Source: an optimization exercise on an open RTL-to-GDS flow (aim: small area, a short achievable clock period and few clock cycles per item). Production flows keep margins and buffers that such runs may drop. RTL that was checked went through simulation tests only; none was proved equivalent to the original. For run 1, only the layout was checked, not whether the RTL still works. No activity file was given, so power comes from the tool's default toggle rates. The flow treats the clock pin as an ideal source, which a real chip does not have.

$ cat flow/run.sh
#!/bin/bash
# Standard synthesis, then the standard layout with port buffers of
# sky130_fd_sc_hd__buf_2 and no dummy loads in the clock tree.
set -euo pipefail
bash standard.sh synth > synth.log 2>&1
bash standard.sh \
  "BUFFER_PORTS_ARGS=-buffer_cell sky130_fd_sc_hd__buf_2" \
  "CTS_ARGS=-sink_clustering_enable -repair_clock_nets -dont_use_dummy_load -sink_clustering_size 30 -sink_clustering_max_diameter 100" \
  finish > layout.log 2>&1
$ cat standard.sh
#!/bin/bash
# synth_recipe.tcl (not shown) runs the flow's synth.tcl, then flattens the netlist and writes it again
# the make line also repeats each setting of config.mk as NAME=value (left out here)
make -C /OpenROAD-flow-scripts/flow DESIGN_CONFIG=/design/flow/config.mk WORK_HOME=/design/flow/orfs CLKGATE_MAP_FILE= SYNTH_SCRIPT=/design/flow/synth_recipe.tcl "${@:-finish}"
$ cat config.mk
export PLATFORM = sky130hd
export DESIGN_NAME = mining_job_tag_result_matcher_core
export DESIGN_NICKNAME = mining_job_tag_result_matcher_core
export VERILOG_FILES = /design/flow/design.v
export SDC_FILE = /design/flow/constraint.sdc
export NUM_CORES = 4
export LEC_CHECK = 0
export ABC_CLOCK_PERIOD_IN_PS = 2000
export CAP_MARGIN = 20
export CORE_MARGIN = 2
export CORE_UTILIZATION = 65
export CTS_CLUSTER_DIAMETER = 100
export CTS_CLUSTER_SIZE = 30
export SETUP_SLACK_MARGIN = 1.95
export SLEW_MARGIN = 20
export TNS_END_PERCENT = 20
$ cat constraint.sdc
create_clock -name core_clock -period 4.0 [get_ports {clk}]
set_input_delay 0.8000 -clock core_clock [delete_from_list [all_inputs] [get_ports {clk}]]
set_output_delay 0.8000 -clock core_clock [all_outputs]
set_load 0.01 [all_outputs]
$ cat design.v
`timescale 1ns / 1ps
package mjtm_pkg;
  localparam int TAG_W      = 7;
  localparam int CHIP_W     = 8;
  localparam int INTERVAL_W = 9;
  localparam int KIND_W     = 3;
  localparam int STATUS_W   = 3;
  localparam int PADDR_W    = 3;
  localparam logic [INTERVAL_W-1:0] INTERVAL_RESET = 9'd128;
  localparam logic [STATUS_W-1:0] ST_ISSUED      = 3'd0;
  localparam logic [STATUS_W-1:0] ST_REG         = 3'd1;
  localparam logic [STATUS_W-1:0] ST_NONCE       = 3'd2;
  localparam logic [STATUS_W-1:0] ST_UNKNOWN_REG = 3'd3;
  localparam logic [STATUS_W-1:0] ST_STALE       = 3'd4;
endpackage
`timescale 1ns / 1ps
module mjtm_front (
  input  logic [3:0] t,
  input  logic [8:0] s,
  output logic [3:0] q,
  output logic [3:0] r
);
  logic [7:0] o;
  always_comb begin
    case ({t, s[3:0]})
      8'h00: o = 8'hf0;
      8'h10: o = 8'hf1;
      8'h20: o = 8'hf2;
      8'h30: o = 8'hf3;
      8'h40: o = 8'hf4;
      8'h50: o = 8'hf5;
      8'h60: o = 8'hf6;
      8'h70: o = 8'hf7;
      8'h80: o = 8'hf8;
      8'h90: o = 8'hf9;
      8'ha0: o = 8'hfa;
      8'hb0: o = 8'hfb;
      8'hc0: o = 8'hfc;
      8'hd0: o = 8'hfd;
      8'he0: o = 8'hfe;
      8'hf0: o = 8'hff;
      8'h01: o = 8'h00;
      8'h11: o = 8'h10;
      8'h21: o = 8'h20;
      8'h31: o = 8'h30;
      8'h41: o = 8'h40;
      8'h51: o = 8'h50;
      8'h61: o = 8'h60;
      8'h71: o = 8'h70;
      8'h81: o = 8'h80;
      8'h91: o = 8'h90;
      8'ha1: o = 8'ha0;
      8'hb1: o = 8'hb0;
      8'hc1: o = 8'hc0;
      8'hd1: o = 8'hd0;
      8'he1: o = 8'he0;
      8'hf1: o = 8'hf0;
      8'h02: o = 8'h00;
      8'h12: o = 8'h01;
      8'h22: o = 8'h10;
      8'h32: o = 8'h11;
      8'h42: o = 8'h20;
      8'h52: o = 8'h21;
      8'h62: o = 8'h30;
      8'h72: o = 8'h31;
      8'h82: o = 8'h40;
      8'h92: o = 8'h41;
      8'ha2: o = 8'h50;
      8'hb2: o = 8'h51;
      8'hc2: o = 8'h60;
      8'hd2: o = 8'h61;
      8'he2: o = 8'h70;
      8'hf2: o = 8'h71;
      8'h03: o = 8'h00;
      8'h13: o = 8'h01;
      8'h23: o = 8'h02;
      8'h33: o = 8'h10;
      8'h43: o = 8'h11;
      8'h53: o = 8'h12;
      8'h63: o = 8'h20;
      8'h73: o = 8'h21;
      8'h83: o = 8'h22;
      8'h93: o = 8'h30;
      8'ha3: o = 8'h31;
      8'hb3: o = 8'h32;
      8'hc3: o = 8'h40;
      8'hd3: o = 8'h41;
      8'he3: o = 8'h42;
      8'hf3: o = 8'h50;
      8'h04: o = 8'h00;
      8'h14: o = 8'h01;
      8'h24: o = 8'h02;
      8'h34: o = 8'h03;
      8'h44: o = 8'h10;
      8'h54: o = 8'h11;
      8'h64: o = 8'h12;
      8'h74: o = 8'h13;
      8'h84: o = 8'h20;
      8'h94: o = 8'h21;
      8'ha4: o = 8'h22;
      8'hb4: o = 8'h23;
      8'hc4: o = 8'h30;
      8'hd4: o = 8'h31;
      8'he4: o = 8'h32;
      8'hf4: o = 8'h33;
      8'h05: o = 8'h00;
      8'h15: o = 8'h01;
      8'h25: o = 8'h02;
      8'h35: o = 8'h03;
      8'h45: o = 8'h04;
      8'h55: o = 8'h10;
      8'h65: o = 8'h11;
      8'h75: o = 8'h12;
      8'h85: o = 8'h13;
      8'h95: o = 8'h14;
      8'ha5: o = 8'h20;
      8'hb5: o = 8'h21;
      8'hc5: o = 8'h22;
      8'hd5: o = 8'h23;
      8'he5: o = 8'h24;
      8'hf5: o = 8'h30;
      8'h06: o = 8'h00;
      8'h16: o = 8'h01;
      8'h26: o = 8'h02;
      8'h36: o = 8'h03;
      8'h46: o = 8'h04;
      8'h56: o = 8'h05;
      8'h66: o = 8'h10;
      8'h76: o = 8'h11;
      8'h86: o = 8'h12;
      8'h96: o = 8'h13;
      8'ha6: o = 8'h14;
      8'hb6: o = 8'h15;
      8'hc6: o = 8'h20;
      8'hd6: o = 8'h21;
      8'he6: o = 8'h22;
      8'hf6: o = 8'h23;
      8'h07: o = 8'h00;
      8'h17: o = 8'h01;
      8'h27: o = 8'h02;
      8'h37: o = 8'h03;
      8'h47: o = 8'h04;
      8'h57: o = 8'h05;
      8'h67: o = 8'h06;
      8'h77: o = 8'h10;
      8'h87: o = 8'h11;
      8'h97: o = 8'h12;
      8'ha7: o = 8'h13;
      8'hb7: o = 8'h14;
      8'hc7: o = 8'h15;
      8'hd7: o = 8'h16;
      8'he7: o = 8'h20;
      8'hf7: o = 8'h21;
      8'h08: o = 8'h00;
      8'h18: o = 8'h01;
      8'h28: o = 8'h02;
      8'h38: o = 8'h03;
      8'h48: o = 8'h04;
      8'h58: o = 8'h05;
      8'h68: o = 8'h06;
      8'h78: o = 8'h07;
      8'h88: o = 8'h10;
      8'h98: o = 8'h11;
      8'ha8: o = 8'h12;
      8'hb8: o = 8'h13;
      8'hc8: o = 8'h14;
      8'hd8: o = 8'h15;
      8'he8: o = 8'h16;
      8'hf8: o = 8'h17;
      8'h09: o = 8'h00;
      8'h19: o = 8'h01;
      8'h29: o = 8'h02;
      8'h39: o = 8'h03;
      8'h49: o = 8'h04;
      8'h59: o = 8'h05;
      8'h69: o = 8'h06;
      8'h79: o = 8'h07;
      8'h89: o = 8'h08;
      8'h99: o = 8'h10;
      8'ha9: o = 8'h11;
      8'hb9: o = 8'h12;
      8'hc9: o = 8'h13;
      8'hd9: o = 8'h14;
      8'he9: o = 8'h15;
      8'hf9: o = 8'h16;
      8'h0a: o = 8'h00;
      8'h1a: o = 8'h01;
      8'h2a: o = 8'h02;
      8'h3a: o = 8'h03;
      8'h4a: o = 8'h04;
      8'h5a: o = 8'h05;
      8'h6a: o = 8'h06;
      8'h7a: o = 8'h07;
      8'h8a: o = 8'h08;
      8'h9a: o = 8'h09;
      8'haa: o = 8'h10;
      8'hba: o = 8'h11;
      8'hca: o = 8'h12;
      8'hda: o = 8'h13;
      8'hea: o = 8'h14;
      8'hfa: o = 8'h15;
      8'h0b: o = 8'h00;
      8'h1b: o = 8'h01;
      8'h2b: o = 8'h02;
      8'h3b: o = 8'h03;
      8'h4b: o = 8'h04;
      8'h5b: o = 8'h05;
      8'h6b: o = 8'h06;
      8'h7b: o = 8'h07;
      8'h8b: o = 8'h08;
      8'h9b: o = 8'h09;
      8'hab: o = 8'h0a;
      8'hbb: o = 8'h10;
      8'hcb: o = 8'h11;
      8'hdb: o = 8'h12;
      8'heb: o = 8'h13;
      8'hfb: o = 8'h14;
      8'h0c: o = 8'h00;
      8'h1c: o = 8'h01;
      8'h2c: o = 8'h02;
      8'h3c: o = 8'h03;
      8'h4c: o = 8'h04;
      8'h5c: o = 8'h05;
      8'h6c: o = 8'h06;
      8'h7c: o = 8'h07;
      8'h8c: o = 8'h08;
      8'h9c: o = 8'h09;
      8'hac: o = 8'h0a;
      8'hbc: o = 8'h0b;
      8'hcc: o = 8'h10;
      8'hdc: o = 8'h11;
      8'hec: o = 8'h12;
      8'hfc: o = 8'h13;
      8'h0d: o = 8'h00;
      8'h1d: o = 8'h01;
      8'h2d: o = 8'h02;
      8'h3d: o = 8'h03;
      8'h4d: o = 8'h04;
      8'h5d: o = 8'h05;
      8'h6d: o = 8'h06;
      8'h7d: o = 8'h07;
      8'h8d: o = 8'h08;
      8'h9d: o = 8'h09;
      8'had: o = 8'h0a;
      8'hbd: o = 8'h0b;
      8'hcd: o = 8'h0c;
      8'hdd: o = 8'h10;
      8'hed: o = 8'h11;
      8'hfd: o = 8'h12;
      8'h0e: o = 8'h00;
      8'h1e: o = 8'h01;
      8'h2e: o = 8'h02;
      8'h3e: o = 8'h03;
      8'h4e: o = 8'h04;
      8'h5e: o = 8'h05;
      8'h6e: o = 8'h06;
      8'h7e: o = 8'h07;
      8'h8e: o = 8'h08;
      8'h9e: o = 8'h09;
      8'hae: o = 8'h0a;
      8'hbe: o = 8'h0b;
      8'hce: o = 8'h0c;
      8'hde: o = 8'h0d;
      8'hee: o = 8'h10;
      8'hfe: o = 8'h11;
      8'h0f: o = 8'h00;
      8'h1f: o = 8'h01;
      8'h2f: o = 8'h02;
      8'h3f: o = 8'h03;
      8'h4f: o = 8'h04;
      8'h5f: o = 8'h05;
      8'h6f: o = 8'h06;
      8'h7f: o = 8'h07;
      8'h8f: o = 8'h08;
      8'h9f: o = 8'h09;
      8'haf: o = 8'h0a;
      8'hbf: o = 8'h0b;
      8'hcf: o = 8'h0c;
      8'hdf: o = 8'h0d;
      8'hef: o = 8'h0e;
      8'hff: o = 8'h10;
      default: o = 8'h00;
    endcase
    if (s[8:4] != 5'd0) begin
      o = {4'h0, t};
    end
  end
  assign q = o[7:4];
  assign r = o[3:0];
endmodule
`timescale 1ns / 1ps
module mjtm_queue (
  input  logic [7:0] s,
  output logic [7:0] mul3,
  output logic [7:0] mul5,
  output logic [7:0] mul7,
  output logic [7:0] mul9,
  output logic [7:0] mul11,
  output logic [7:0] mul13,
  output logic [7:0] mul15
);
  always_comb begin
    case (s[6:0])
      7'h00: mul3 = 8'h00;
      7'h01: mul3 = 8'h03;
      7'h02: mul3 = 8'h06;
      7'h03: mul3 = 8'h09;
      7'h04: mul3 = 8'h0c;
      7'h05: mul3 = 8'h0f;
      7'h06: mul3 = 8'h12;
      7'h07: mul3 = 8'h15;
      7'h08: mul3 = 8'h18;
      7'h09: mul3 = 8'h1b;
      7'h0a: mul3 = 8'h1e;
      7'h0b: mul3 = 8'h21;
      7'h0c: mul3 = 8'h24;
      7'h0d: mul3 = 8'h27;
      7'h0e: mul3 = 8'h2a;
      7'h0f: mul3 = 8'h2d;
      7'h10: mul3 = 8'h30;
      7'h11: mul3 = 8'h33;
      7'h12: mul3 = 8'h36;
      7'h13: mul3 = 8'h39;
      7'h14: mul3 = 8'h3c;
      7'h15: mul3 = 8'h3f;
      7'h16: mul3 = 8'h42;
      7'h17: mul3 = 8'h45;
      7'h18: mul3 = 8'h48;
      7'h19: mul3 = 8'h4b;
      7'h1a: mul3 = 8'h4e;
      7'h1b: mul3 = 8'h51;
      7'h1c: mul3 = 8'h54;
      7'h1d: mul3 = 8'h57;
      7'h1e: mul3 = 8'h5a;
      7'h1f: mul3 = 8'h5d;
      7'h20: mul3 = 8'h60;
      7'h21: mul3 = 8'h63;
      7'h22: mul3 = 8'h66;
      7'h23: mul3 = 8'h69;
      7'h24: mul3 = 8'h6c;
      7'h25: mul3 = 8'h6f;
      7'h26: mul3 = 8'h72;
      7'h27: mul3 = 8'h75;
      7'h28: mul3 = 8'h78;
      7'h29: mul3 = 8'h7b;
      7'h2a: mul3 = 8'h7e;
      7'h2b: mul3 = 8'h81;
      7'h2c: mul3 = 8'h84;
      7'h2d: mul3 = 8'h87;
      7'h2e: mul3 = 8'h8a;
      7'h2f: mul3 = 8'h8d;
      7'h30: mul3 = 8'h90;
      7'h31: mul3 = 8'h93;
      7'h32: mul3 = 8'h96;
      7'h33: mul3 = 8'h99;
      7'h34: mul3 = 8'h9c;
      7'h35: mul3 = 8'h9f;
      7'h36: mul3 = 8'ha2;
      7'h37: mul3 = 8'ha5;
      7'h38: mul3 = 8'ha8;
      7'h39: mul3 = 8'hab;
      7'h3a: mul3 = 8'hae;
      7'h3b: mul3 = 8'hb1;
      7'h3c: mul3 = 8'hb4;
      7'h3d: mul3 = 8'hb7;
      7'h3e: mul3 = 8'hba;
      7'h3f: mul3 = 8'hbd;
      7'h40: mul3 = 8'hc0;
      7'h41: mul3 = 8'hc3;
      7'h42: mul3 = 8'hc6;
      7'h43: mul3 = 8'hc9;
      7'h44: mul3 = 8'hcc;
      7'h45: mul3 = 8'hcf;
      7'h46: mul3 = 8'hd2;
      7'h47: mul3 = 8'hd5;
      7'h48: mul3 = 8'hd8;
      7'h49: mul3 = 8'hdb;
      7'h4a: mul3 = 8'hde;
      7'h4b: mul3 = 8'he1;
      7'h4c: mul3 = 8'he4;
      7'h4d: mul3 = 8'he7;
      7'h4e: mul3 = 8'hea;
      7'h4f: mul3 = 8'hed;
      7'h50: mul3 = 8'hf0;
      7'h51: mul3 = 8'hf3;
      7'h52: mul3 = 8'hf6;
      7'h53: mul3 = 8'hf9;
      7'h54: mul3 = 8'hfc;
      7'h55: mul3 = 8'hff;
      7'h56: mul3 = 8'h00;
      7'h57: mul3 = 8'h00;
      7'h58: mul3 = 8'h00;
      7'h59: mul3 = 8'h00;
      7'h5a: mul3 = 8'h00;
      7'h5b: mul3 = 8'h00;
      7'h5c: mul3 = 8'h00;
      7'h5d: mul3 = 8'h00;
      7'h5e: mul3 = 8'h00;
      7'h5f: mul3 = 8'h00;
      7'h60: mul3 = 8'h00;
      7'h61: mul3 = 8'h00;
      7'h62: mul3 = 8'h00;
      7'h63: mul3 = 8'h00;
      7'h64: mul3 = 8'h00;
      7'h65: mul3 = 8'h00;
      7'h66: mul3 = 8'h00;
      7'h67: mul3 = 8'h00;
      7'h68: mul3 = 8'h00;
      7'h69: mul3 = 8'h00;
      7'h6a: mul3 = 8'h00;
      7'h6b: mul3 = 8'h00;
      7'h6c: mul3 = 8'h00;
      7'h6d: mul3 = 8'h00;
      7'h6e: mul3 = 8'h00;
      7'h6f: mul3 = 8'h00;
      7'h70: mul3 = 8'h00;
      7'h71: mul3 = 8'h00;
      7'h72: mul3 = 8'h00;
      7'h73: mul3 = 8'h00;
      7'h74: mul3 = 8'h00;
      7'h75: mul3 = 8'h00;
      7'h76: mul3 = 8'h00;
      7'h77: mul3 = 8'h00;
      7'h78: mul3 = 8'h00;
      7'h79: mul3 = 8'h00;
      7'h7a: mul3 = 8'h00;
      7'h7b: mul3 = 8'h00;
      7'h7c: mul3 = 8'h00;
      7'h7d: mul3 = 8'h00;
      7'h7e: mul3 = 8'h00;
      7'h7f: mul3 = 8'h00;
      default: mul3 = '0;
    endcase
  end
  always_comb begin
    case (s[5:0])
      6'h00: mul5 = 8'h00;
      6'h01: mul5 = 8'h05;
      6'h02: mul5 = 8'h0a;
      6'h03: mul5 = 8'h0f;
      6'h04: mul5 = 8'h14;
      6'h05: mul5 = 8'h19;
      6'h06: mul5 = 8'h1e;
      6'h07: mul5 = 8'h23;
      6'h08: mul5 = 8'h28;
      6'h09: mul5 = 8'h2d;
      6'h0a: mul5 = 8'h32;
      6'h0b: mul5 = 8'h37;
      6'h0c: mul5 = 8'h3c;
      6'h0d: mul5 = 8'h41;
      6'h0e: mul5 = 8'h46;
      6'h0f: mul5 = 8'h4b;
      6'h10: mul5 = 8'h50;
      6'h11: mul5 = 8'h55;
      6'h12: mul5 = 8'h5a;
      6'h13: mul5 = 8'h5f;
      6'h14: mul5 = 8'h64;
      6'h15: mul5 = 8'h69;
      6'h16: mul5 = 8'h6e;
      6'h17: mul5 = 8'h73;
      6'h18: mul5 = 8'h78;
      6'h19: mul5 = 8'h7d;
      6'h1a: mul5 = 8'h82;
      6'h1b: mul5 = 8'h87;
      6'h1c: mul5 = 8'h8c;
      6'h1d: mul5 = 8'h91;
      6'h1e: mul5 = 8'h96;
      6'h1f: mul5 = 8'h9b;
      6'h20: mul5 = 8'ha0;
      6'h21: mul5 = 8'ha5;
      6'h22: mul5 = 8'haa;
      6'h23: mul5 = 8'haf;
      6'h24: mul5 = 8'hb4;
      6'h25: mul5 = 8'hb9;
      6'h26: mul5 = 8'hbe;
      6'h27: mul5 = 8'hc3;
      6'h28: mul5 = 8'hc8;
      6'h29: mul5 = 8'hcd;
      6'h2a: mul5 = 8'hd2;
      6'h2b: mul5 = 8'hd7;
      6'h2c: mul5 = 8'hdc;
      6'h2d: mul5 = 8'he1;
      6'h2e: mul5 = 8'he6;
      6'h2f: mul5 = 8'heb;
      6'h30: mul5 = 8'hf0;
      6'h31: mul5 = 8'hf5;
      6'h32: mul5 = 8'hfa;
      6'h33: mul5 = 8'hff;
      6'h34: mul5 = 8'h00;
      6'h35: mul5 = 8'h00;
      6'h36: mul5 = 8'h00;
      6'h37: mul5 = 8'h00;
      6'h38: mul5 = 8'h00;
      6'h39: mul5 = 8'h00;
      6'h3a: mul5 = 8'h00;
      6'h3b: mul5 = 8'h00;
      6'h3c: mul5 = 8'h00;
      6'h3d: mul5 = 8'h00;
      6'h3e: mul5 = 8'h00;
      6'h3f: mul5 = 8'h00;
      default: mul5 = '0;
    endcase
  end
  always_comb begin
    case (s[5:0])
      6'h00: mul7 = 8'h00;
      6'h01: mul7 = 8'h07;
      6'h02: mul7 = 8'h0e;
      6'h03: mul7 = 8'h15;
      6'h04: mul7 = 8'h1c;
      6'h05: mul7 = 8'h23;
      6'h06: mul7 = 8'h2a;
      6'h07: mul7 = 8'h31;
      6'h08: mul7 = 8'h38;
      6'h09: mul7 = 8'h3f;
      6'h0a: mul7 = 8'h46;
      6'h0b: mul7 = 8'h4d;
      6'h0c: mul7 = 8'h54;
      6'h0d: mul7 = 8'h5b;
      6'h0e: mul7 = 8'h62;
      6'h0f: mul7 = 8'h69;
      6'h10: mul7 = 8'h70;
      6'h11: mul7 = 8'h77;
      6'h12: mul7 = 8'h7e;
      6'h13: mul7 = 8'h85;
      6'h14: mul7 = 8'h8c;
      6'h15: mul7 = 8'h93;
      6'h16: mul7 = 8'h9a;
      6'h17: mul7 = 8'ha1;
      6'h18: mul7 = 8'ha8;
      6'h19: mul7 = 8'haf;
      6'h1a: mul7 = 8'hb6;
      6'h1b: mul7 = 8'hbd;
      6'h1c: mul7 = 8'hc4;
      6'h1d: mul7 = 8'hcb;
      6'h1e: mul7 = 8'hd2;
      6'h1f: mul7 = 8'hd9;
      6'h20: mul7 = 8'he0;
      6'h21: mul7 = 8'he7;
      6'h22: mul7 = 8'hee;
      6'h23: mul7 = 8'hf5;
      6'h24: mul7 = 8'hfc;
      6'h25: mul7 = 8'h00;
      6'h26: mul7 = 8'h00;
      6'h27: mul7 = 8'h00;
      6'h28: mul7 = 8'h00;
      6'h29: mul7 = 8'h00;
      6'h2a: mul7 = 8'h00;
      6'h2b: mul7 = 8'h00;
      6'h2c: mul7 = 8'h00;
      6'h2d: mul7 = 8'h00;
      6'h2e: mul7 = 8'h00;
      6'h2f: mul7 = 8'h00;
      6'h30: mul7 = 8'h00;
      6'h31: mul7 = 8'h00;
      6'h32: mul7 = 8'h00;
      6'h33: mul7 = 8'h00;
      6'h34: mul7 = 8'h00;
      6'h35: mul7 = 8'h00;
      6'h36: mul7 = 8'h00;
      6'h37: mul7 = 8'h00;
      6'h38: mul7 = 8'h00;
      6'h39: mul7 = 8'h00;
      6'h3a: mul7 = 8'h00;
      6'h3b: mul7 = 8'h00;
      6'h3c: mul7 = 8'h00;
      6'h3d: mul7 = 8'h00;
      6'h3e: mul7 = 8'h00;
      6'h3f: mul7 = 8'h00;
      default: mul7 = '0;
    endcase
  end
  always_comb begin
    case (s[4:0])
      5'h00: mul9 = 8'h00;
      5'h01: mul9 = 8'h09;
      5'h02: mul9 = 8'h12;
      5'h03: mul9 = 8'h1b;
      5'h04: mul9 = 8'h24;
      5'h05: mul9 = 8'h2d;
      5'h06: mul9 = 8'h36;
      5'h07: mul9 = 8'h3f;
      5'h08: mul9 = 8'h48;
      5'h09: mul9 = 8'h51;
      5'h0a: mul9 = 8'h5a;
      5'h0b: mul9 = 8'h63;
      5'h0c: mul9 = 8'h6c;
      5'h0d: mul9 = 8'h75;
      5'h0e: mul9 = 8'h7e;
      5'h0f: mul9 = 8'h87;
      5'h10: mul9 = 8'h90;
      5'h11: mul9 = 8'h99;
      5'h12: mul9 = 8'ha2;
      5'h13: mul9 = 8'hab;
      5'h14: mul9 = 8'hb4;
      5'h15: mul9 = 8'hbd;
      5'h16: mul9 = 8'hc6;
      5'h17: mul9 = 8'hcf;
      5'h18: mul9 = 8'hd8;
      5'h19: mul9 = 8'he1;
      5'h1a: mul9 = 8'hea;
      5'h1b: mul9 = 8'hf3;
      5'h1c: mul9 = 8'hfc;
      5'h1d: mul9 = 8'h00;
      5'h1e: mul9 = 8'h00;
      5'h1f: mul9 = 8'h00;
      default: mul9 = '0;
    endcase
  end
  always_comb begin
    case (s[4:0])
      5'h00: mul11 = 8'h00;
      5'h01: mul11 = 8'h0b;
      5'h02: mul11 = 8'h16;
      5'h03: mul11 = 8'h21;
      5'h04: mul11 = 8'h2c;
      5'h05: mul11 = 8'h37;
      5'h06: mul11 = 8'h42;
      5'h07: mul11 = 8'h4d;
      5'h08: mul11 = 8'h58;
      5'h09: mul11 = 8'h63;
      5'h0a: mul11 = 8'h6e;
      5'h0b: mul11 = 8'h79;
      5'h0c: mul11 = 8'h84;
      5'h0d: mul11 = 8'h8f;
      5'h0e: mul11 = 8'h9a;
      5'h0f: mul11 = 8'ha5;
      5'h10: mul11 = 8'hb0;
      5'h11: mul11 = 8'hbb;
      5'h12: mul11 = 8'hc6;
      5'h13: mul11 = 8'hd1;
      5'h14: mul11 = 8'hdc;
      5'h15: mul11 = 8'he7;
      5'h16: mul11 = 8'hf2;
      5'h17: mul11 = 8'hfd;
      5'h18: mul11 = 8'h00;
      5'h19: mul11 = 8'h00;
      5'h1a: mul11 = 8'h00;
      5'h1b: mul11 = 8'h00;
      5'h1c: mul11 = 8'h00;
      5'h1d: mul11 = 8'h00;
      5'h1e: mul11 = 8'h00;
      5'h1f: mul11 = 8'h00;
      default: mul11 = '0;
    endcase
  end
  always_comb begin
    case (s[4:0])
      5'h00: mul13 = 8'h00;
      5'h01: mul13 = 8'h0d;
      5'h02: mul13 = 8'h1a;
      5'h03: mul13 = 8'h27;
      5'h04: mul13 = 8'h34;
      5'h05: mul13 = 8'h41;
      5'h06: mul13 = 8'h4e;
      5'h07: mul13 = 8'h5b;
      5'h08: mul13 = 8'h68;
      5'h09: mul13 = 8'h75;
      5'h0a: mul13 = 8'h82;
      5'h0b: mul13 = 8'h8f;
      5'h0c: mul13 = 8'h9c;
      5'h0d: mul13 = 8'ha9;
      5'h0e: mul13 = 8'hb6;
      5'h0f: mul13 = 8'hc3;
      5'h10: mul13 = 8'hd0;
      5'h11: mul13 = 8'hdd;
      5'h12: mul13 = 8'hea;
      5'h13: mul13 = 8'hf7;
      5'h14: mul13 = 8'h00;
      5'h15: mul13 = 8'h00;
      5'h16: mul13 = 8'h00;
      5'h17: mul13 = 8'h00;
      5'h18: mul13 = 8'h00;
      5'h19: mul13 = 8'h00;
      5'h1a: mul13 = 8'h00;
      5'h1b: mul13 = 8'h00;
      5'h1c: mul13 = 8'h00;
      5'h1d: mul13 = 8'h00;
      5'h1e: mul13 = 8'h00;
      5'h1f: mul13 = 8'h00;
      default: mul13 = '0;
    endcase
  end
  always_comb begin
    case (s[4:0])
      5'h00: mul15 = 8'h00;
      5'h01: mul15 = 8'h0f;
      5'h02: mul15 = 8'h1e;
      5'h03: mul15 = 8'h2d;
      5'h04: mul15 = 8'h3c;
      5'h05: mul15 = 8'h4b;
      5'h06: mul15 = 8'h5a;
      5'h07: mul15 = 8'h69;
      5'h08: mul15 = 8'h78;
      5'h09: mul15 = 8'h87;
      5'h0a: mul15 = 8'h96;
      5'h0b: mul15 = 8'ha5;
      5'h0c: mul15 = 8'hb4;
      5'h0d: mul15 = 8'hc3;
      5'h0e: mul15 = 8'hd2;
      5'h0f: mul15 = 8'he1;
      5'h10: mul15 = 8'hf0;
      5'h11: mul15 = 8'hff;
      5'h12: mul15 = 8'h00;
      5'h13: mul15 = 8'h00;
      5'h14: mul15 = 8'h00;
      5'h15: mul15 = 8'h00;
      5'h16: mul15 = 8'h00;
      5'h17: mul15 = 8'h00;
      5'h18: mul15 = 8'h00;
      5'h19: mul15 = 8'h00;
      5'h1a: mul15 = 8'h00;
      5'h1b: mul15 = 8'h00;
      5'h1c: mul15 = 8'h00;
      5'h1d: mul15 = 8'h00;
      5'h1e: mul15 = 8'h00;
      5'h1f: mul15 = 8'h00;
      default: mul15 = '0;
    endcase
  end
endmodule
`timescale 1ns / 1ps
module mining_job_tag_result_matcher_core #(
  parameter int JOB_SLOTS = 128
) (
  input  logic                              clk,
  input  logic                              rst,
  input  logic                              in_valid,
  output logic                              in_ready,
  input  logic                              action,
  input  logic [31:0]                       job_version,
  input  logic                              nonce_resp,
  input  logic [31:0]                       frame_word,
  input  logic [7:0]                        frame_addr_byte,
  input  logic [7:0]                        frame_tag_byte,
  input  logic [15:0]                       frame_version,
  output logic                              out_valid,
  input  logic                              out_ready,
  output logic [mjtm_pkg::STATUS_W-1:0]     status,
  output logic [mjtm_pkg::TAG_W-1:0]        tag,
  output logic [mjtm_pkg::CHIP_W-1:0]       chip_index,
  output logic [mjtm_pkg::KIND_W-1:0]       register_kind,
  output logic [31:0]                       data_word,
  output logic [31:0]                       full_version,
  input  logic                              psel,
  input  logic                              penable,
  input  logic                              pwrite,
  input  logic [mjtm_pkg::PADDR_W-1:0]      paddr,
  input  logic [31:0]                       pwdata,
  output logic [31:0]                       prdata,
  output logic                              pready
);
  function automatic logic ge4(input logic [3:0] r, input logic [3:0] h,
                               input logic lo);
    logic [3:0] g;            
    logic [3:0] l;            
    g = r & ~h;
    l = ~r & h;
    ge4 = g[3] | (!l[3] & (g[2] | (!l[2] & (g[1] | (!l[1] & (g[0] | (!l[0] & lo)))))));
  endfunction
  logic [8:0]  spacing;
  logic [8:0]  spacing_n;     
  logic        sp_wr;
  assign pready = 1'b1;
  assign sp_wr  = psel && penable && pwrite && !paddr[2];
  always_ff @(posedge clk) begin
    if (rst) begin
      spacing   <= mjtm_pkg::INTERVAL_RESET;
      spacing_n <= ~mjtm_pkg::INTERVAL_RESET;
    end else if (sp_wr) begin
      spacing   <= pwdata[8:0];
      spacing_n <= ~pwdata[8:0];
    end
  end
  assign prdata = paddr[2] ? 32'd0 : {23'd0, ~spacing_n};
  logic [8:0]  sf;            
  logic [7:0]  mul3, mul5, mul7, mul9, mul11, mul13, mul15;
  logic [7:0]  t_mul3, t_mul5, t_mul7, t_mul9, t_mul11, t_mul13, t_mul15;
  logic [15:1] mbig;          
  logic        sp_hold;       
  mjtm_queue u_mul (
    .s     (spacing[7:0]),
    .mul3  (t_mul3),
    .mul5  (t_mul5),
    .mul7  (t_mul7),
    .mul9  (t_mul9),
    .mul11 (t_mul11),
    .mul13 (t_mul13),
    .mul15 (t_mul15)
  );
  always_ff @(posedge clk) begin
    sf    <= spacing;
    mul3  <= t_mul3;
    mul5  <= t_mul5;
    mul7  <= t_mul7;
    mul9  <= t_mul9;
    mul11 <= t_mul11;
    mul13 <= t_mul13;
    mul15 <= t_mul15;
    for (int m = 1; m < 16; m++) begin
      mbig[m] <= spacing >= 9'((256 + m - 1) / m);
    end
    sp_hold <= rst || sp_wr;
  end
  logic [7:0] mval [16];
  always_comb begin
    mval[0]  = 8'd0;
    mval[1]  = sf[7:0];
    mval[2]  = {sf[6:0], 1'b0};
    mval[3]  = mul3;
    mval[4]  = {sf[5:0], 2'b00};
    mval[5]  = mul5;
    mval[6]  = {mul3[6:0], 1'b0};
    mval[7]  = mul7;
    mval[8]  = {sf[4:0], 3'b000};
    mval[9]  = mul9;
    mval[10] = {mul5[6:0], 1'b0};
    mval[11] = mul11;
    mval[12] = {mul3[5:0], 2'b00};
    mval[13] = mul13;
    mval[14] = {mul7[6:0], 1'b0};
    mval[15] = mul15;
  end
  logic adv;
  logic acc;
  logic v1;
  logic out_valid_n;          
  assign adv      = !out_valid || out_ready;
  assign in_ready = (out_valid_n || out_ready) && !sp_hold;
  assign acc      = in_valid && in_ready;
  always_ff @(posedge clk) begin
    if (rst) begin
      v1          <= 1'b0;
      out_valid   <= 1'b0;
      out_valid_n <= 1'b1;
    end else if (adv) begin
      v1          <= acc;
      out_valid   <= v1;
      out_valid_n <= !v1;
    end
  end
  logic [3:0]  next_slot;
  logic [3:0]  issue_slot;
  logic [15:0] slot_valid;
  logic        a_issue;       
  logic        a_nonce;       
  logic        a_reg;         
  logic [3:0]  a_tag;
  logic        a_k8x;         
  logic [7:0]  a_dvd;
  logic        a_hit;
  assign issue_slot = next_slot + 4'd3;
  assign a_hit      = slot_valid[frame_tag_byte[7:4]];
  assign a_issue    = !action;
  assign a_nonce    = action && nonce_resp;
  assign a_tag      = action ? frame_tag_byte[7:4] : issue_slot;
  assign a_dvd      = nonce_resp ? frame_word[24:17] : frame_addr_byte;
  assign a_k8x = (frame_tag_byte >= 8'h88) && (frame_tag_byte <= 8'h8C);
  assign a_reg = action && !nonce_resp && ((frame_tag_byte == 8'h4C) || a_k8x);
  always_ff @(posedge clk) begin
    if (rst) begin
      next_slot  <= '0;
      slot_valid <= '0;
    end else if (acc && !action) begin
      next_slot              <= issue_slot;
      slot_valid[issue_slot] <= 1'b1;
    end
  end
  logic [3:0] a_qh;
  logic [3:0] a_rh;
  mjtm_front u_front (
    .t (a_dvd[7:4]),
    .s (sf),
    .q (a_qh),
    .r (a_rh)
  );
  logic [15:1] a_loge;
  always_comb begin
    for (int m = 1; m < 16; m++) begin
      a_loge[m] = ge4(a_dvd[3:0], mval[m][3:0], 1'b1);
    end
  end
  logic        s1_issue;
  logic        s1_nonce;
  logic        s1_reg;
  logic        s1_hit;
  logic [15:0] s1_sel;        
  logic [15:0] s1_sel_n;      
  logic        s1_k8x;
  logic [2:0]  s1_kraw;       
  logic [31:0] s1_word;       
  logic [15:0] s1_fver;
  logic [3:0]  s1_qh;
  logic [3:0]  s1_rh;
  logic [15:1] s1_loge;
  always_ff @(posedge clk) begin
    if (adv) begin
      s1_issue <= a_issue;
      s1_nonce <= a_nonce;
      s1_reg   <= a_reg;
      s1_hit   <= a_hit;
      for (int i = 0; i < 16; i++) begin
        s1_sel[i]   <= (a_issue || a_nonce) && (a_tag == 4'(i));
        s1_sel_n[i] <= !((a_issue || a_nonce) && (a_tag == 4'(i)));
      end
      s1_k8x   <= a_k8x;
      s1_kraw  <= frame_tag_byte[2:0];
      s1_word  <= action ? frame_word : job_version;
      s1_fver  <= frame_version;
      s1_qh    <= a_qh;
      s1_rh    <= a_rh;
      s1_loge  <= a_loge;
    end
  end
  logic s1_nhit;              
  logic s1_div;               
  assign s1_nhit = s1_nonce && s1_hit;
  assign s1_div  = s1_reg || s1_nhit;
  logic [15:1] b_ge;
  always_comb begin
    for (int m = 1; m < 16; m++) begin
      b_ge[m] = s1_div && !mbig[m] && ge4(s1_rh, mval[m][7:4], s1_loge[m]);
    end
  end
  logic [3:0] b_ql;
  assign b_ql[3] = b_ge[8];
  assign b_ql[2] = (b_ge[4] & !b_ge[8]) | b_ge[12];
  assign b_ql[1] = (b_ge[2] & !b_ge[4]) | (b_ge[6] & !b_ge[8]) |
                   (b_ge[10] & !b_ge[12]) | b_ge[14];
  assign b_ql[0] = (b_ge[1] & !b_ge[2]) | (b_ge[3] & !b_ge[4]) |
                   (b_ge[5] & !b_ge[6]) | (b_ge[7] & !b_ge[8]) |
                   (b_ge[9] & !b_ge[10]) | (b_ge[11] & !b_ge[12]) |
                   (b_ge[13] & !b_ge[14]) | b_ge[15];
  logic        s2_issue;
  logic        s2_nonce;
  logic        s2_reg;
  logic        s2_nhit;
  logic        s2_div;
  logic [15:0] s2_sel;        
  logic [2:0]  s2_kind;
  logic [31:0] s2_word;
  logic [15:0] s2_fver;
  logic [3:0]  s2_qh;
  logic [3:0]  s2_ql;
  always_comb begin
    s2_issue = s1_issue;
    s2_nonce = s1_nonce;
    s2_reg   = s1_reg;
    s2_nhit  = s1_nhit;
    s2_div   = s1_div;
    s2_sel   = s1_sel;
    s2_kind  = (s1_reg && s1_k8x) ? s1_kraw + 3'd1 : 3'd0;
    s2_word  = s1_word;
    s2_fver  = s1_fver;
    s2_qh    = s1_div ? s1_qh : 4'd0;
    s2_ql    = b_ql;
  end
  logic [2:0] s2_status;
  always_comb begin
    if (s2_issue) begin
      s2_status = mjtm_pkg::ST_ISSUED;
    end else if (s2_reg) begin
      s2_status = mjtm_pkg::ST_REG;
    end else if (s2_nhit) begin
      s2_status = mjtm_pkg::ST_NONCE;
    end else if (s2_nonce) begin
      s2_status = mjtm_pkg::ST_STALE;
    end else begin
      s2_status = mjtm_pkg::ST_UNKNOWN_REG;
    end
  end
  logic [31:0] version_mem [16];
  logic [31:0] s2_rd;
  logic [3:0]  s2_tag;
  always_comb begin
    s2_rd  = '0;
    s2_tag = '0;
    for (int i = 0; i < 16; i++) begin
      s2_rd[15:0]  = s2_rd[15:0] | ({16{s2_sel[i]}} & version_mem[i][15:0]);
      s2_rd[31:16] = s2_rd[31:16] | ({16{!s1_sel_n[i]}} & version_mem[i][31:16]);
      s2_tag = s2_tag | ({4{s2_sel[i]}} & 4'(i));
    end
  end
  always_ff @(posedge clk) begin
    for (int i = 0; i < 16; i++) begin
      if (v1 && s2_issue && s2_sel[i]) begin
        version_mem[i] <= s2_word;
      end
    end
  end
  always_ff @(posedge clk) begin
    if (adv) begin
      status        <= s2_status;
      tag           <= {s2_tag, 3'b000};
      register_kind <= s2_kind;
      chip_index    <= {s2_qh, s2_ql};
      data_word     <= s2_div ? s2_word : 32'd0;
      full_version  <= s2_nhit ? (s2_rd | {3'b000, s2_fver, 13'b0}) : 32'd0;
    end
  end
endmodule
==> results_dict.tcl, run 1 <==
set metrics [dict create \
    outcome "timing/DRC/antenna clean" \
    proportion_of_synthesized_chip_area_in_sequential_cells 0.707 \
    met1_length_microns 34300 \
    worst_slew_margin_rel 0.343 \
    fin_crit_ps 2430 \
    worst_ir_drop_vdd_mv 0.341 \
    fin_skew_ps 16.9 \
    cts_hold_buf 0 \
    clockBufferDepth 3 \
    core_area_sq_mm 0.0511 \
    edff_count_synth 705 \
    setup.worst_path.class "reg -> reg" \
    post-route-drc-count 0 \
    min_period_over_period 0.607 \
    worstSkewPairLatency_ps 640 \
    critical_path.cell_chain "buf_12 -> maj3_1 -> maj3_2 -> maj3_2 -> o21bai_1 -> a41oi_2 -> nand4_1" \
    antenna_cells 0 \
    power.total_uw 14700 \
    critical_path.max_stage_delay_ps 430 \
    mostFrequentLayoutCell "edfxtp_1" \
    port_buffers 207 \
    clock_tree.root_cell "clkbuf_16" \
    final_critical_path_setup_slack_ps 1570 \
    worstRegToRegCells 7 \
    synthTopCellsByArea "edfxtp_1, dfxtp_1, a22o_1, a221oi_1, a21oi_1" \
    placementRows 83 \
    tritoncts "built" \
    worstHoldPathCells 1 \
    cellPowerDensity_mw_per_mm2 399 \
    fp.dieArea_sq_mm 0.0532 \
    grt_pass1_wl_microns 129000 \
    drt_first_pass_iters 7 \
    clock_sinks 827 \
    worst_ep_required_time_ps 4350 \
    netlist.area_leader.share 0.634 \
    largest_register "version_mem" \
    netlist_instances 2371 \
    critical_path_buf_inv_count 1 \
    num_vias 21687 \
    synth_warnings 5 \
    place_congestion 0.928 \
    hpwl_microns 52900 \
    power.static_leakage_uw 0.0130 \
    synth_area_sq_mm 0.0334 \
    avgSynthCellArea_sq_um 14.1 \
    post_dp_cell_area_sq_mm 0.0351 \
    finalNetCount 2753 \
    die_w_microns 231 \
    grt_setup_unrepaired "true" \
    cp.depth 7 \
    postRouteWirelength_microns 88400 \
    min_path_type "in -> reg" \
    count_of_nets_left_with_antenna_violations_after_detail_routing 0 \
    grt_usage 0.327 \
    critical-path-top-cell-by-count "maj3_2" \
    post_synth_num_cell_types 69 \
    post_layout_nonfiller_instances 3250 \
    post-place-cells 3165 \
    maxUsedRoutingLayer "met4" \
    drv.max_cap_violation_count 0 \
    synth_largest_area_cell "edfxtp_1" \
    cp-start-kind "flop" \
    height_of_the_die_microns 231 \
    report.final.hold_viol_count 0 \
    clkSlewWorstSetupHoldPaths_ps 110 \
    yosys_register_bits 827 \
    grt_antenna_before_repair 1 \
    async_reset_ff_frac 0 \
    overflow 0 \
    initial_core_util 0.654 \
    max_clock_freq_mhz 412 \
    final_layout_size_suffix_gt1_frac 0.198 \
    stdcell_area_sq_mm 0.0369 \
    worstMarginPinSlew_ps 984 \
    first_global_vias 20450 \
    cts_inserted_buffers 31 \
    cell_with_the_largest_stage_delay_on_the_worst_path "edfxtp_1" \
    ys_dominant_reg_cell "edfxtp_1" \
    timing.final.setup_violations 0 \
    met3WireLength_microns 8380 \
    critical_path_maximum_fanout 5 \
    detail_route.iter0.violations 3054 \
    grt_start_max_net_pins 129 \
    drv_slew 0 \
    cpLargestDelayFamily "adder cells" \
    post_drt_wl_per_cell_microns 27.2 \
    num_io_pins 260 \
    mostFrequentLayoutCells "edfxtp_1, buf_2, nand2_1" \
    flow.area_growth_from_synthesis_pct 10.4 \
    dp_slack_ps 930 \
    cp-end-kind "flop" \
    length_of_routed_met2_wiring_microns 43400 \
    number_of_levels_in_the_clock_h_tree 1 \
    arrival_ps 2780 \
    vias_per_cell 6.67 \
    flip_flop_count_of_the_largest_register_after_layout 512 \
]
==> report_power, final <==
| group | leakage (uW) | switching [uW] | total [uW] | internal, uW |
|---|---|---|---|---|
| clock network | 0.000382 | 2370 | 3760 | 1390 |
| registers | 0.00771 | 219 | 9800 | 9580 |
| logic | 0.00495 | 699 | 1140 | 444 |
| total | 0.0130 | 3290 | 14700 | 11400 |
==> final timing paths <==
| path | start | endpoint | slack, ps |
|---|---|---|---|
| worst min register to register | slot_valid[0] | slot_valid[0] | 460 |
| worst max-delay path | s1_rh[0] | chip_index[0] | 1570 |
| worst max register to register | s1_rh[0] | chip_index[0] | 1570 |
| worst min-delay path | frame_version[5] | s1_fver[5] | 330 |
==> area by class of cell <==
class / instances / area, sq um
inverters: 93 / 374
well taps: 680 / 851
clock buffers: 31 / 776
fillers: 3411 / 14200
flip-flops and latches: 827 / 23600
repair buffers: 322 / 2110
multi-input cells: 1297 / 9130
==> synthesized netlist by cell type, types with 48 or more instances <==
cell type / count
nor2b_1: 48
inv_1: 87
a31oi_1: 50
a22o_1: 106
clkbuf_1: 127
o21ai_0: 97
a22oi_1: 53
nand2_1: 145
dfxtp_1: 122
nor2_1: 118
a21oi_1: 120
edfxtp_1: 705
a221oi_1: 76
==> what timing repair did <==
item,in CTS,in global routing
gates cloned,0,1
resized for setup,77,55
buffers inserted,39,13
pin swaps,30,19
endpoints found under the setup margin,550,312
==> logic make-up after synthesis <==
logic type      synth area share
other cells             0.000225
mux                       0.0241
buf+inv                   0.0341
fa+ha+maj                 0.0231
flops                      0.707
simple gates              0.0630
xor+xnor                 0.00472
compound gates             0.144
==> per-layer routing <==
metal | vias to the layer above | track usage
li1 | 9524 | -
met1 | 10747 | 0.462
met2 | 1271 | 0.549
met3 | 145 | 0.0331
met4 | 0 | 0.0885
met5 | - | 0
==> stage by stage <==
stage	setup TNS, ps	util	hold slack, ps
floorplan	-43300	-	329
global placement	0	0.688	432
detailed placement	0	0.688	444
CTS	0	0.715	320
global route	0	0.722	307
finish	0	0.722	334
==> inputs of run 2 (changes only) <==
--- a/design.v
+++ b/design.v
@@ -753,10 +753,11 @@
   function automatic logic ge4(input logic [3:0] r, input logic [3:0] h,
                                input logic lo);
     logic [3:0] g;            
-    logic [3:0] l;            
+    logic [3:0] n;            
     g = r & ~h;
-    l = ~r & h;
-    ge4 = g[3] | (!l[3] & (g[2] | (!l[2] & (g[1] | (!l[1] & (g[0] | (!l[0] & lo)))))));
+    n = r | ~h;
+    ge4 = g[3] | (n[3] & g[2]) | (n[3] & n[2] & g[1]) |
+          (n[3] & n[2] & n[1] & g[0]) | (n[3] & n[2] & n[1] & n[0] & lo);
   endfunction
   logic [8:0]  spacing;
   logic [8:0]  spacing_n;     
==> run 2 against run 1 <==
  * Register-to-register slack improved by 240 ps
  * Largest power group unchanged
  * Clock-buffer cell count did not move
  * Critical path type unchanged
  * Via count rose by 2.3%
  * Non-clock buffer count rose by 33
==> results_dict.tcl, run 2 <==
set metrics [dict create \
    hpwl_microns 52600 \
    yosysMostFrequentCell "edfxtp_1" \
    largest_register "version_mem" \
    overflow 0 \
    number_of_levels_in_the_clock_h_tree 1 \
    arrival_ps 2690 \
    synthTopCellsByCount "edfxtp_1, nand2_1, a21oi_1, nor2_1, dfxtp_1" \
    power.static_leakage_uw 0.0132 \
    grt_antenna_before_repair 2 \
    synth_warnings 5 \
    grt_setup_unrepaired "true" \
    port_buffers 207 \
    cellPowerDensity_mw_per_mm2 397 \
    yosys_register_bits 827 \
    proportion_of_synthesized_chip_area_in_sequential_cells 0.702 \
    avgSynthCellArea_sq_um 14.1 \
    flow.area_growth_from_synthesis_pct 11.2 \
    clock_sinks 827 \
    critical_path_maximum_fanout 6 \
    netlist_instances 2389 \
    first_global_vias 21151 \
    die_w_microns 231 \
    clock_tree.root_cell "clkbuf_16" \
    worst_ir_drop_vdd_mv 0.467 \
    num_vias 22175 \
    cp-end-kind "flop" \
    cp-start-kind "flop" \
    grt_pass1_wl_microns 131000 \
    mostFrequentLayoutCells "edfxtp_1, buf_2, nand2_1" \
    synth_largest_area_cell "edfxtp_1" \
    cts_hold_buf 0 \
    vias_per_cell 6.70 \
    worstMarginPinSlew_ps 954 \
    postRouteWirelength_microns 90300 \
    setup.worst_path.class "reg -> reg" \
    count_of_nets_left_with_antenna_violations_after_detail_routing 0 \
    max_clock_freq_mhz 457 \
    worst_ep_required_time_ps 4500 \
    fp.dieArea_sq_mm 0.0536 \
    drv_slew 0 \
    detail_route.iter0.violations 3321 \
    grt_usage 0.329 \
    fin_crit_ps 2190 \
    dp_slack_ps 862 \
    min_path_type "in -> reg" \
    outcome "timing/DRC/antenna clean" \
    clockBufferDepth 3 \
    worstSkewPairLatency_ps 660 \
    mostFrequentLayoutCell "edfxtp_1" \
    num_io_pins 260 \
    synthTopCellsByArea "edfxtp_1, dfxtp_1, a22o_1, a21oi_1, a221oi_1" \
    place_congestion 0.898 \
    post_drt_wl_per_cell_microns 27.3 \
    drv.max_cap_violation_count 0 \
    ys_dominant_reg_cell "edfxtp_1" \
    netlist.area_leader.share 0.630 \
    synth_area_sq_mm 0.0336 \
    finalNetCount 2809 \
    placementRows 83 \
    post_synth_num_cell_types 87 \
    initial_core_util 0.657 \
    final_critical_path_setup_slack_ps 1810 \
    drt_first_pass_iters 6 \
    final_layout_size_suffix_gt1_frac 0.211 \
    core_area_sq_mm 0.0512 \
    setup_total_negative_slack_ps 0 \
    flip_flop_count_of_the_largest_register_after_layout 512 \
    clkSlewWorstSetupHoldPaths_ps 120 \
    worst_slew_margin_rel 0.363 \
    report.final.hold_viol_count 0 \
    fin_skew_ps 47.4 \
    height_of_the_die_microns 231 \
    timing.final.setup_violations 0 \
    async_reset_ff_frac 0 \
    grt_start_max_net_pins 57 \
    tritoncts "built" \
    cts_inserted_buffers 31 \
    edff_count_synth 705 \
    min_period_over_period 0.547 \
    post-route-drc-count 0 \
]
-- run 2: cell count changes after synthesis, sizes merged, moves of 5 or more --
cell	previous run	this run
nand3	32	15
a211oi	22	15
xor2	8	3
maj3	25	16
nor2	118	127
buf	52	67
o311ai	7	1
clkbuf	127	110
inv	88	79
nand2b	9	19
a21oi	120	140
-- run 2: worst max-delay path, stage by stage, from the launching register on --
cell	delay, ps
edfxtp_1	430
buf_4	190
and2b_1	240
a2111oi_2	50
or4_4	540
a311o_1	310
o21ai_1	90
a31oi_1	60
nand4_1	160
-- run 2: layout make-up --
cell class                      instances  area [sq um]
Timing Repair Buffer                  355          2370
Clock buffer                           31           776
Fill cell                            3318         13800
Inverter                               80           345
Tap cell                              680           851
Timing Repair inverter                  1          5.00
Antenna cell                            1          2.50
Sequential cell                       827         23600
Multi-Input combinational cell       1333          9400
-- run 2: power breakdown --
group / switching (uW) / total (uW) / internal, uW
clock: 2410 / 3800 / 1390
sequential: 221 / 9800 / 9580
combinational: 737 / 1240 / 500
total: 3370 / 14800 / 11500
-- run 2: what timing repair did --
action                                  4_1_cts  5_1_grt
endpoints found under the setup margin      526      182
pin swaps                                    17       23
setup buffers                                62       26
gates cloned                                  2        3
gates resized for setup                      66       58
-- run 2: through the flow --
step | hold slack (ps) | utilization | std cells | instance area (sq um) | total power, uW
after global placement | 431 | 0.690 | 3182 | 35300 | 11000
final | 320 | 0.730 | 3308 | 37400 | 14800
after global routing | 318 | 0.730 | 3308 | 37400 | 15200
after floorplan | 329 | - | 2414 | 33700 | 10600
after detailed placement | 434 | 0.690 | 3182 | 35300 | 11000
after CTS | 296 | 0.721 | 3277 | 36900 | 14800
-- run 2: kinds of logic after synthesis --
group                    Yosys count  share of synthesized area
AND/OR/NAND/NOR                  461                     0.0652
XOR/XNOR                          13                    0.00361
flip-flops                       827                      0.702
multiplexers                      67                     0.0237
buffers and inverters            257                     0.0341
adder cells (fa/ha/maj)           56                     0.0198
AO/OA/AOI/OAI                    706                      0.151
other                              2                   0.000223
-- run 2: metal layers --
metal | routed length, microns | vias up | track usage
met5 | 0 | - | 0
met2 | 44600 | 1337 | 0.555
met1 | 33900 | 10947 | 0.454
met4 | 2950 | 0 | 0.0984
met3 | 8940 | 180 | 0.0380
li1 | - | 9711 | -
-- run 2: worst paths after layout --
check | from | end | slack (ps) | depth (start not counted)
min | frame_version[0] | s1_fver[0] | 320 | 1
max reg2reg | s1_rh[2] | chip_index[0] | 1810 | 8
min reg2reg | spacing[8] | mbig[1] | 400 | 0
max | s1_rh[2] | chip_index[0] | 1810 | 8
Testbench counts of run 2, summed over its fixed seeds: cycles 3,224, items 3,200.
==> inputs of run 3 (changes only) <==
--- a/config.mk
+++ b/config.mk
@@ -11,6 +11,6 @@
 export CORE_UTILIZATION = 65
 export CTS_CLUSTER_DIAMETER = 100
 export CTS_CLUSTER_SIZE = 30
-export SETUP_SLACK_MARGIN = 1.95
+export SETUP_SLACK_MARGIN = 2.1
 export SLEW_MARGIN = 20
 export TNS_END_PERCENT = 20
==> run 3 against run 2 <==
  * Still clean
  * Non-clock buffer count is 51 higher
  * First-iteration DRC count decreased by 5.2%
  * Sequential share of layout area fell by 1.3 points
  * Clock skew rose by 4.1 ps
  * Global-route usage grew 0.21 points
  * Fmax down 0.72%
  * Clock-buffer cell count unchanged
  * Die area did not move
  * Clock power barely moved
  * Core utilization rose by 1.6 points
  * Sequential power is essentially flat
  * Worst hold slack better by 2.1 ps
  * Critical endpoint unchanged
  * Highest routed layer unchanged
==> results_dict.tcl, run 3 <==
set metrics [dict create \
    detail_route.iter0.violations 3148 \
    tritoncts "built" \
    yosys_register_bits 827 \
    setup_total_negative_slack_ps 0 \
    flow.area_growth_from_synthesis_pct 13.6 \
    netlist_instances 2389 \
    clock_sinks 827 \
    synth_largest_area_cell "edfxtp_1" \
    synth_area_sq_mm 0.0336 \
    core_area_sq_mm 0.0512 \
    mostFrequentLayoutCell "edfxtp_1" \
    power.total_uw 14900 \
    clkSlewWorstSetupHoldPaths_ps 120 \
    drv_slew 0 \
    critical_path_maximum_fanout 4 \
    max_clock_freq_mhz 453 \
    worstSkewPairLatency_ps 660 \
    grt_antenna_before_repair 2 \
    post-route-drc-count 0 \
    postRouteWirelength_microns 91400 \
    grt_start_max_net_pins 57 \
    clockBufferDepth 3 \
    post_synth_num_cell_types 87 \
    power.static_leakage_uw 0.0135 \
    final_critical_path_setup_slack_ps 1790 \
    setup.worst_path.class "reg -> reg" \
    height_of_the_die_microns 231 \
    drt_first_pass_iters 9 \
    vias_per_cell 6.68 \
    grt_usage 0.331 \
    critical_path.cell_chain "buf_6 -> and2b_1 -> a2111oi_2 -> or4_4 -> a311o_1 -> o21ai_1 -> a31oi_1 -> nand4_1" \
    min_path_type "in -> reg" \
    outcome "timing/DRC/antenna clean" \
    fin_crit_ps 2210 \
    flip_flop_count_of_the_largest_register_after_layout 512 \
    drv.max_cap_violation_count 0 \
    edff_count_synth 705 \
    grt_pass1_wl_microns 132000 \
    synth_warnings 5 \
    grt_setup_unrepaired "true" \
    netlist.area_leader.share 0.630 \
    yosysMostFrequentCell "edfxtp_1" \
    overflow 0 \
    avgSynthCellArea_sq_um 14.1 \
    num_io_pins 260 \
    timing.final.setup_violations 0 \
    cellPowerDensity_mw_per_mm2 390 \
    async_reset_ff_frac 0 \
    first_global_vias 21296 \
    post_dp_cell_area_sq_mm 0.0353 \
    cts_hold_buf 0 \
    critical_path_buf_inv_count 1 \
    hpwl_microns 52600 \
    cts_inserted_buffers 31 \
    cp-start-kind "flop" \
    count_of_nets_left_with_antenna_violations_after_detail_routing 0 \
    worstMarginPinSlew_ps 827 \
    place_congestion 0.898 \
    critical_path.max_stage_delay_ps 540 \
    synthTopCellsByCount "edfxtp_1, nand2_1, a21oi_1, nor2_1, dfxtp_1" \
    fp.dieArea_sq_mm 0.0536 \
    stdcell_area_sq_mm 0.0382 \
    initial_core_util 0.657 \
    final.hold.worst_slack_ps 322 \
    worst_slew_margin_rel 0.438 \
    fin_skew_ps 51.5 \
    min_period_over_period 0.551 \
    fill_cells 3217 \
    port_buffers 207 \
    ys_dominant_reg_cell "edfxtp_1" \
    cp-end-kind "flop" \
    synthTopCellsByArea "edfxtp_1, dfxtp_1, a22o_1, a21oi_1, a221oi_1" \
    worst_ep_required_time_ps 4500 \
    finalNetCount 2862 \
    num_vias 22437 \
    arrival_ps 2700 \
    clock_tree.root_cell "clkbuf_16" \
    proportion_of_synthesized_chip_area_in_sequential_cells 0.702 \
    cpLargestDelayFamily "simple AND/OR/NAND/NOR gates" \
    final_layout_size_suffix_gt1_frac 0.236 \
    cell_with_the_largest_stage_delay_on_the_worst_path "or4_4" \
    die_w_microns 231 \
    worst_ir_drop_vdd_mv 0.477 \
    report.final.hold_viol_count 0 \
    number_of_levels_in_the_clock_h_tree 1 \
    post_drt_wl_per_cell_microns 27.2 \
    largest_register "version_mem" \
    dp_slack_ps 862 \
    placementRows 83 \
    mostFrequentLayoutCells "edfxtp_1, buf_2, buf_4" \
]
run 3: cell counts after synthesis:
Identical to the previous run, type by type.
run 3: worst paths after layout:
kind,startpoint,endpoint,slack (ps),cells after the start
max,s1_rh[1],chip_index[0],1790,8
max reg2reg,s1_rh[1],chip_index[0],1790,8
min,frame_version[0],s1_fver[0],320,1
min reg2reg,spacing[8],mbig[1],400,0
run 3: area by class of cell:
class | instances | area [sq um] | share of cell area
antenna | 1 | 2.50 | 0.0000655
clock buffer | 31 | 776 | 0.0203
inverter | 80 | 389 | 0.0102
multi-input combinational | 1335 | 9550 | 0.250
sequential | 827 | 23600 | 0.619
tap | 680 | 851 | 0.0223
timing repair buffer | 406 | 2970 | 0.0778
timing repair inverter | 1 | 5.00 | 0.000131
run 3: kinds of logic after synthesis:
kind of cell	Yosys count	share of synthesized area
buf+inv	257	0.0341
fa+ha+maj	56	0.0198
other cells	2	0.000223
xor+xnor	13	0.00361
flops	827	0.702
compound gates	706	0.151
mux	67	0.0237
simple gates	461	0.0652
run 3: metrics by stage:
step | utilization | instances
after floorplan | - | 2414
after global placement | 0.690 | 3182
after detailed placement | 0.690 | 3182
after CTS | 0.725 | 3287
after global routing | 0.746 | 3361
final | 0.746 | 3361
run 3: power breakdown:
part	total (uW)	switching, uW	internal [uW]
registers	9800	218	9580
logic	1300	759	540
clock network	3790	2400	1390
run 3: what timing repair did:
action	4_1_cts	5_1_grt
buffers inserted	70	70
pin swaps	33	23
endpoints found under the hold margin	0	0
gates resized for setup	100	91
cloned	4	2
endpoints found under the setup margin	730	607
run 3: per-layer routing:
metal / GRT usage / part of all wire
met4: 0.0962 / 0.033
met3: 0.0389 / 0.099
met1: 0.455 / 0.37
met2: 0.561 / 0.49
met5: 0 / 0
==> inputs of run 4 (changes only) <==
--- a/design.v
+++ b/design.v
@@ -886,7 +886,6 @@
   logic        s1_reg;
   logic        s1_hit;
   logic [15:0] s1_sel;        
-  logic [15:0] s1_sel_n;      
   logic        s1_k8x;
   logic [2:0]  s1_kraw;       
   logic [31:0] s1_word;       
@@ -902,7 +901,6 @@
       s1_hit   <= a_hit;
       for (int i = 0; i < 16; i++) begin
         s1_sel[i]   <= (a_issue || a_nonce) && (a_tag == 4'(i));
-        s1_sel_n[i] <= !((a_issue || a_nonce) && (a_tag == 4'(i)));
       end
       s1_k8x   <= a_k8x;
       s1_kraw  <= frame_tag_byte[2:0];
@@ -977,8 +975,7 @@
     s2_rd  = '0;
     s2_tag = '0;
     for (int i = 0; i < 16; i++) begin
-      s2_rd[15:0]  = s2_rd[15:0] | ({16{s2_sel[i]}} & version_mem[i][15:0]);
-      s2_rd[31:16] = s2_rd[31:16] | ({16{!s1_sel_n[i]}} & version_mem[i][31:16]);
+      s2_rd  = s2_rd | ({32{s2_sel[i]}} & version_mem[i]);
       s2_tag = s2_tag | ({4{s2_sel[i]}} & 4'(i));
     end
   end
--- a/config.mk
+++ b/config.mk
@@ -11,6 +11,6 @@
 export CORE_UTILIZATION = 65
 export CTS_CLUSTER_DIAMETER = 100
 export CTS_CLUSTER_SIZE = 30
-export SETUP_SLACK_MARGIN = 2.1
+export SETUP_SLACK_MARGIN = 1.95
 export SLEW_MARGIN = 20
 export TNS_END_PERCENT = 20
==> run 4 against run 3 <==
  * Area after synthesis fell by 2.4%
  * Fmax is 6.8% lower
  * Critical path depth stayed put
  * Highest routed layer unchanged
  * Clock-buffer cell count did not move
  * Sequential cell count shrank 16
  * Combinational power down 7%
  * Clock power decreased by 2%
  * Design area is 5.1% lower
  * Register-to-register slack lost 160 ps
  * Setup slack worse by 160 ps
  * Power down 2.4%
  * Largest cell class unchanged
  * Core utilization down 2.1 points
==> results_dict.tcl, run 4 <==
set metrics [dict create \
    outcome "timing/DRC/antenna clean" \
    grt_start_max_net_pins 87 \
    proportion_of_synthesized_chip_area_in_sequential_cells 0.705 \
    power.static_leakage_uw 0.0125 \
    vias_per_cell 6.70 \
    worstRegToRegCells 8 \
    initial_core_util 0.657 \
    height_of_the_die_microns 229 \
    ys_dominant_reg_cell "edfxtp_1" \
    grt_pass1_wl_microns 128000 \
    min_path_type "in -> reg" \
    post_synth_num_cell_types 73 \
    max_clock_freq_mhz 423 \
    synth_largest_area_cell "edfxtp_1" \
    async_reset_ff_frac 0 \
    number_of_levels_in_the_clock_h_tree 1 \
    fin_crit_ps 2370 \
    finalNetCount 2731 \
    drt_first_pass_iters 6 \
    critical_path_maximum_fanout 3 \
    grt_setup_unrepaired "true" \
    num_io_pins 260 \
    netlist.area_leader.share 0.631 \
    switching_power_of_the_nets_uw 3280 \
    share_clk_of_total_power 0.256 \
    timing.final.setup_violations 0 \
    mostFrequentLayoutCells "edfxtp_1, buf_2, nor2_1" \
    cp-start-kind "flop" \
    drv_slew 0 \
    grt_antenna_before_repair 0 \
    grt_usage 0.325 \
    worst_ep_required_time_ps 4350 \
    edff_count_synth 689 \
    hpwl_microns 49800 \
    setup.worst_path.class "reg -> reg" \
    placementRows 82 \
    post_drt_wl_per_cell_microns 26.7 \
    clock_tree.root_cell "clkbuf_16" \
    worstHoldPathCells 1 \
    arrival_ps 2720 \
    cts_hold_buf 0 \
    worstMarginPinSlew_ps 1100 \
    setup_total_negative_slack_ps 0 \
    drv.max_cap_violation_count 0 \
    synth_area_sq_mm 0.0328 \
    antenna_cells 0 \
    min_period_over_period 0.592 \
    worst_ir_drop_vdd_mv 0.323 \
    synth_warnings 5 \
    cellInternalPower_uw 11300 \
    flow.area_growth_from_synthesis_pct 10.5 \
    fin_skew_ps 74.3 \
    tritoncts "built" \
    yosys_register_bits 811 \
    clock_sinks 811 \
    avgSynthCellArea_sq_um 13.9 \
    report.final.hold_viol_count 0 \
    layout.core_utilization 0.725 \
    final_layout_size_suffix_gt1_frac 0.199 \
    place_congestion 0.915 \
    count_of_nets_left_with_antenna_violations_after_detail_routing 0 \
    overflow 0 \
    first_global_vias 20681 \
    worst_slew_margin_rel 0.269 \
    worstSkewPairLatency_ps 660 \
    netlist_instances 2361 \
    synthTopCellsByArea "edfxtp_1, dfxtp_1, a22oi_1, a21oi_1, nor2_1" \
    clockBufferDepth 3 \
    power.combinational.fraction 0.083 \
    port_buffers 207 \
    num_vias 21565 \
    largest_register "version_mem" \
    cellPowerDensity_mw_per_mm2 401 \
    power.share.switching 0.226 \
    mostFrequentLayoutCell "edfxtp_1" \
    post_dp_cell_area_sq_mm 0.0345 \
    post-route-drc-count 0 \
    synthTopCellsByCount "edfxtp_1, nor2_1, clkbuf_1, a22oi_1, nand2_1" \
    power_frac_seq 0.661 \
    cts_inserted_buffers 31 \
    detail_route.iter0.violations 2736 \
    stdcell_area_sq_mm 0.0362 \
    cp-end-kind "flop" \
    clkSlewWorstSetupHoldPaths_ps 110 \
    flip_flop_count_of_the_largest_register_after_layout 512 \
    postRouteWirelength_microns 86000 \
    yosysMostFrequentCell "edfxtp_1" \
    core_area_sq_mm 0.0500 \
    die_w_microns 229 \
    fp.dieArea_sq_mm 0.0523 \
]
==> run 4: changes by cell type in the layout (fill, tap and decap cells not counted), moves of 17 or more <==
cell and change:
nor2_1 +31, a22oi_1 +84, buf_4 -66, a221oi_1 -25, a22o_1 -60, inv_1 -17
a21oi_1 -20, buf_12 -19, nand3_1 +33
==> run 4: power groups by stage <==
stage	Combinational, uW	Clock, uW	Sequential (uW)
finish	1210	3710	9600
global route	1300	3990	9630
CTS	1170	3720	9600
detailed placement	1060	0	9820
global placement	1040	0	9800
floorplan	680	0	9730
==> run 4: final cells by class <==
cell class / instances / area, sq um
multi-input combinational: 1336 / 9150
timing repair inverter: 1 / 7.51
sequential: 811 / 23200
inverter: 50 / 230
timing repair buffer: 320 / 2080
tap: 672 / 841
clock buffer: 31 / 776
fill: 3317 / 13700
==> run 4: metrics by stage <==
step	instances	setup slack (ps)	hold slack (ps)	power, uW
detailed placement	3130	807	397	10900
floorplan	2386	16.9	329	10400
global route	3221	1540	296	14900
global placement	3130	884	395	10800
CTS	3215	1620	291	14500
finish	3221	1630	310	14500
==> run 4: worst max-delay path, cell delays in order, from the launching register on <==
cell      delay, ps
edfxtp_1        450
buf_6           150
nand2_1         110
o21ai_0         310
a21oi_2         110
maj3_2          340
or2_1           250
a221oi_2        260
nand4b_1        140
==> run 4: cells by family (layout without fill, tap and decap cells) <==
family	count (synthesis)	after routing	synth area share
xor+xnor	18	18	0.00481
buf+inv	242	402	0.0311
simple gates	499	501	0.0710
mux	65	66	0.0241
flops	811	811	0.705
other cells	2	27	0.000229
compound gates	668	668	0.143
fa+ha+maj	56	56	0.0203
==> run 4: per-layer routing <==
| metal | global-route usage | wire length, microns |
|---|---|---|
| met1 | 0.456 | 33500 |
| met2 | 0.549 | 42400 |
| met3 | 0.0342 | 7670 |
| met4 | 0.0901 | 2470 |
| met5 | 0 | 0 |
==> run 4: worst paths after layout <==
check	start	to	slack [ps]
setup / recovery	s1_rh[1]	chip_index[0]	1630
hold / removal	frame_version[8]	s1_fver[8]	310
setup reg to reg	s1_rh[1]	chip_index[0]	1630
hold reg to reg	spacing[7]	sf[7]	400
==> run 4: what timing repair did <==
item	in CTS	in global routing
resized for setup	102	32
endpoints found under the setup margin	423	323
pin swaps	17	11
buffers inserted	50	4
gates cloned	4	1
Testbench counts of run 4, summed over its fixed seeds: cycles 3,224, items 3,200.

[port drivers added, routing unchanged]
The flow's constraints put no driver on any port. The routed layouts listed below were extracted and timed again, unchanged, in two steps. Step 1, drivers: a clkbuf_16 drives clk and a buf_2 each remaining input, both assumed. Step 2 times the ports against the registers' clock, not the clock port: input delays grow and output delays shrink by t, the midpoint of the rising clock arrivals with the driver on. Slacks: ideal ports / drivers / drivers and shift; pairs: ideal ports / drivers.
| run | t, ns | setup WS [ns] | hold WS [ns] | worst setup path at the end | slew at the worst register clock pin (ns) |
|---|---|---|---|---|---|
| run 1 | 0.684 | 1.573 / 1.573 / 1.267 | 0.334 / 0.305 / 0.455 | input to register | 0.12 / 0.12 |
| run 2 | 0.697 | 1.811 / 1.811 / 1.232 | 0.320 / 0.286 / 0.404 | input to register | 0.12 / 0.12 |
| run 3 | 0.696 | 1.795 / 1.795 / 1.300 | 0.322 / 0.287 / 0.403 | input to register | 0.12 / 0.12 |
| run 4 | 0.683 | 1.634 / 1.634 / 1.176 | 0.310 / 0.269 / 0.401 | input to register | 0.12 / 0.12 |
After both steps every run listed still meets setup and hold. The setup slack of run 2, which loses most, moves by 0.000 ns with the drivers and by -0.579 ns with both steps.
